This is an optimization exercise on Yosys and OpenROAD, whose aim is small area, a short achievable clock period and few clock cycles, not a production implementation.
Where RTL was checked, it was by simulation tests only, not by an equivalence proof against the original.

== the baseline ==
==> module im_shared_mem, before the edit <==
module im_shared_mem (
  input  logic     clk_i,
  input  logic     rst_i,
  input  logic     csr_we_i,
  input  hdc_pkg::csr_addr_t csr_addr_i,
  input  hdc_pkg::csr_data_t csr_wdata_i,
  output logic     wr_pend_o,
  output logic [hdc_pkg::IM_DEPTH*hdc_pkg::HV_DIM-1:0] mem_o
);
  logic win_we;
  logic [hdc_pkg::IM_DEPTH-1:0] wr_word_q;    
  hdc_pkg::hv_t      wr_data_q;
  assign win_we = csr_we_i &&
                  (csr_addr_i[hdc_pkg::CSR_ADDR_W-1:hdc_pkg::IM_ADDR_W] ==
                   hdc_pkg::IM_WIN_BASE[hdc_pkg::CSR_ADDR_W-1:hdc_pkg::IM_ADDR_W]);
  always_ff @(posedge clk_i) begin
    if (rst_i) begin
      wr_pend_o <= 1'b0;
    end else begin
      wr_pend_o <= win_we;
    end
  end
  always_ff @(posedge clk_i) begin
    for (int k = 0; k < hdc_pkg::IM_DEPTH; k++) begin
      wr_word_q[k] <= win_we && (csr_addr_i[hdc_pkg::IM_ADDR_W-1:0] == k);
    end
    wr_data_q <= csr_wdata_i;
  end
  for (genvar k = 0; k < hdc_pkg::IM_DEPTH; k++) begin : g_word
    always_ff @(posedge clk_i) begin
      if (wr_word_q[k]) begin
        mem_o[k*hdc_pkg::HV_DIM +: hdc_pkg::HV_DIM] <= wr_data_q;
      end
    end
  end
endmodule
==> module hv_bundler, before the edit <==
module hv_bundler #(
  parameter int unsigned LANES = 16
) (
  input  logic   clk_i,
  input  logic   rst_i,
  input  logic   start_i,
  input  logic   n_zero_i,
  input  logic   wr_pend_i,
  input  hdc_pkg::count_t num_items_i,
  input  logic [LANES*hdc_pkg::IM_DEPTH-1:0] y_i,
  input  logic [hdc_pkg::IM_DEPTH-1:0]       mask_i,
  output logic [LANES-1:0] grp_o,
  output logic   hold_o,
  output logic   busy_o,
  output logic   done_o,
  output hdc_pkg::hv_t    qhv_o,
  output logic   qhv_valid_o
);
  localparam int unsigned D = hdc_pkg::IM_DEPTH;
  logic       phl_q, ph1_q, ph2_q, ph3_q;
  logic       accept;
  logic [2:0]         qcap_q;    
  logic [2:0]         rhalf_q;   
  logic [4:0]         thr_q [9];   
  logic [LANES-1:0]   maj;
  logic [LANES-1:0]   part_q;
  assign accept = start_i && !n_zero_i && !phl_q && !ph1_q && !ph2_q;
  assign busy_o = phl_q || ph1_q || ph2_q || ph3_q;
  assign hold_o = phl_q;
  logic [LANES-1:0] par_q;
  logic             par_dec_q;
  always_ff @(posedge clk_i) begin
    if (rst_i) begin
      par_q     <= '0;
      par_dec_q <= 1'b0;
    end else begin
      par_q     <= ~par_q;
      par_dec_q <= ~par_dec_q;
    end
  end
  assign grp_o = par_q;
  always_ff @(posedge clk_i) begin
    if (rst_i) begin
      phl_q       <= 1'b0;
      ph1_q       <= 1'b0;
      ph2_q       <= 1'b0;
      ph3_q       <= 1'b0;
      done_o      <= 1'b0;
      qhv_valid_o <= 1'b0;
    end else begin
      phl_q       <= accept && wr_pend_i;
      ph1_q       <= (accept && !wr_pend_i) || phl_q;
      ph2_q       <= ph1_q;
      ph3_q       <= ph2_q;
      qhv_valid_o <= ph3_q;
      if (accept) begin
        done_o <= 1'b0;
      end else if (ph3_q) begin
        done_o <= 1'b1;
      end
    end
  end
  always_ff @(posedge clk_i) begin
    qcap_q  <= (num_items_i[7:6] != 2'd0) ? 3'd4 : {1'b0, num_items_i[5:4]};
    rhalf_q <= num_items_i[3:1];
  end
  for (genvar h = 0; h < 9; h++) begin : g_thr
    logic [5:0] base, step, t;
    assign base = {3'b0, rhalf_q} + 6'd1;
    if (h <= 4) begin : g_up
      assign step = 6'(qcap_q * (8 - 2 * h));
      assign t    = base + step;
      always_ff @(posedge clk_i) begin
        thr_q[h] <= (t > 6'd16) ? 5'd16 : t[4:0];
      end
    end else begin : g_down
      assign step = 6'(qcap_q * (2 * h - 8));
      assign t    = base - step;
      always_ff @(posedge clk_i) begin
        thr_q[h] <= (base > step) ? t[4:0] : 5'd0;
      end
    end
  end
  function automatic logic [1:0] fadd(input logic a, input logic b, input logic c);
    fadd = {(a & b) | (a & c) | (b & c), a ^ b ^ c};
  endfunction
  function automatic logic [10:0] csa16(input logic [15:0] v);
    logic [1:0] f0, f1, f2, f3, f4;
    f0 = fadd(v[0],  v[1],  v[2]);
    f1 = fadd(v[3],  v[4],  v[5]);
    f2 = fadd(v[6],  v[7],  v[8]);
    f3 = fadd(v[9],  v[10], v[11]);
    f4 = fadd(v[12], v[13], v[14]);
    csa16 = {f4[1], f3[1], f2[1], f1[1], f0[1], v[15], f4[0], f3[0], f2[0], f1[0], f0[0]};
  endfunction
  function automatic logic [2:0] count6(input logic [5:0] v);
    logic [1:0] a, b;
    a = fadd(v[0], v[1], v[2]);
    b = fadd(v[3], v[4], v[5]);
    count6 = {1'b0, a} + {1'b0, b};
  endfunction
  for (genvar l = 0; l < LANES; l++) begin : g_lane
    logic [D-1:0] y, ym;
    logic [10:0]  all_q, ext_c_q;   
    logic [2:0]   ones_all, ones_ext, twos_all, twos_ext;
    logic [3:0]   half;             
    logic [3:0]   s_ext;
    logic [3:0]   half_q;           
    logic [3:0]   ext_q;            
    logic [4:0]   thr;
    assign y  = y_i[l*D +: D];
    assign ym = y & mask_i;
    always_ff @(posedge clk_i) begin
      all_q   <= csa16(y);
      ext_c_q <= csa16(ym);
    end
    assign ones_all = count6(all_q[5:0]);
    assign twos_all = count6({1'b0, all_q[10:6]});
    assign ones_ext = count6(ext_c_q[5:0]);
    assign twos_ext = count6({1'b0, ext_c_q[10:6]});
    assign half  = {2'b0, ones_all[2:1]} + {1'b0, twos_all};
    assign s_ext = {1'b0, ones_ext} + {twos_ext, 1'b0};
    always_ff @(posedge clk_i) begin
      half_q <= half;
      ext_q <= s_ext;
    end
    always_comb begin
      thr = '0;
      for (int h = 0; h < 9; h++) thr = thr | ((half_q == 4'(h)) ? thr_q[h] : 5'd0);
    end
    assign maj[l] = ({1'b0, ext_q} >= thr);
  end
  always_ff @(posedge clk_i) begin
    part_q <= maj;
  end
  always_ff @(posedge clk_i) begin
    if (ph3_q) qhv_o <= par_dec_q ? {maj, part_q} : {part_q, maj};
  end
endmodule
make LEC_CHECK=0 ABC_AREA=1 CAP_MARGIN=20 CORE_MARGIN=2 CORE_UTILIZATION=40 SETUP_SLACK_MARGIN=2.3 SLEW_MARGIN=20 finish   # period 5.0 ns
run.sh (not shown) runs the stock make flow with config.mk's settings and CLKGATE_MAP_FILE= SYNTH_SCRIPT=/design/flow/synth_recipe.tcl, a recipe that flattens the netlist after the stock synthesis.
## Diff of input files: the candidate against the baseline
--- a/flow/design.v
+++ b/flow/design.v
@@ -169,5 +169,5 @@
 );
   logic win_we;
-  logic [hdc_pkg::IM_DEPTH-1:0] wr_word_q;    
+  hdc_pkg::im_addr_t wr_addr_q;
   hdc_pkg::hv_t      wr_data_q;
   assign win_we = csr_we_i &&
@@ -182,12 +182,10 @@
   end
   always_ff @(posedge clk_i) begin
-    for (int k = 0; k < hdc_pkg::IM_DEPTH; k++) begin
-      wr_word_q[k] <= win_we && (csr_addr_i[hdc_pkg::IM_ADDR_W-1:0] == k);
-    end
+    wr_addr_q <= csr_addr_i[hdc_pkg::IM_ADDR_W-1:0];
     wr_data_q <= csr_wdata_i;
   end
   for (genvar k = 0; k < hdc_pkg::IM_DEPTH; k++) begin : g_word
     always_ff @(posedge clk_i) begin
-      if (wr_word_q[k]) begin
+      if (wr_pend_o && (wr_addr_q == k)) begin
         mem_o[k*hdc_pkg::HV_DIM +: hdc_pkg::HV_DIM] <= wr_data_q;
       end
@@ -304,5 +302,5 @@
     logic [3:0]   half;             
     logic [3:0]   s_ext;
-    logic [3:0]   half_q;           
+    logic [8:0]   half_q;           
     logic [3:0]   ext_q;            
     logic [4:0]   thr;
@@ -320,15 +318,15 @@
     assign s_ext = {1'b0, ones_ext} + {twos_ext, 1'b0};
     always_ff @(posedge clk_i) begin
-      half_q <= half;
+      for (int h = 0; h < 9; h++) half_q[h] <= (half == 4'(h));
       ext_q <= s_ext;
     end
     always_comb begin
       thr = '0;
-      for (int h = 0; h < 9; h++) thr = thr | ((half_q == 4'(h)) ? thr_q[h] : 5'd0);
+      for (int h = 0; h < 9; h++) thr = thr | (half_q[h] ? thr_q[h] : 5'd0);
     end
     assign maj[l] = ({1'b0, ext_q} >= thr);
   end
   always_ff @(posedge clk_i) begin
-    part_q <= maj;
+    if (ph2_q) part_q <= maj;
   end
   always_ff @(posedge clk_i) begin
Results
- Delta (the candidate minus the baseline): final core area utilization moved down; fraction of area in registers climbed 1.5 points; sequential cell area in the final layout saw an increase; DRC violation total after the first TritonRoute iteration lower; maximum number of pins on one net before global-route repair went up 23%.
- What the baseline reported for number of synthesized register bits has to be multiplied by 1.06 to get the figure for the candidate.
- Delta (the candidate minus the baseline): worst hold slack rose 13 ps, fraction of the mapped netlist area in simple logic gates fell 0.90 points, non-filler instance count after layout rose 1.5%.
- Die size: the candidate exceeds the baseline
- The final wirelength in the candidate was lower than what the baseline gave.
Testbench counts of the candidate, summed over its fixed seeds: cycles 2,576.
For the baseline, only the layout was checked, not whether the RTL still works.

-- port drivers added, routing unchanged --
No port has a modelled driver above. Below, the same layouts with a new extraction and two added sets of constraints.
Step 1: set_driving_cell puts a clkbuf_16 on clk_i and a buf_2 on each other input, an assumption about the parent block.
Step 2 moves the port delays by t, midway between the first and last clock arrival at a register: inputs arrive t later, outputs are due t later. That takes back most of the time a late clock gives input paths.
a / b / c = no drivers / after step 1 / after step 2; a / b = the first two.
| run | shift t [ns] | slack for setup (ns) | worst setup path at the end |
|---|---|---|---|
| the baseline | 0.887 | 2.267 / 2.267 / 1.483 | input to register |
| the candidate | 0.886 | 2.267 / 2.267 / 1.719 | input to register |
After both steps every run listed still meets setup and hold. For the baseline, which loses most, drivers alone change the setup slack by 0.000 ns; drivers and shift together by -0.784 ns.
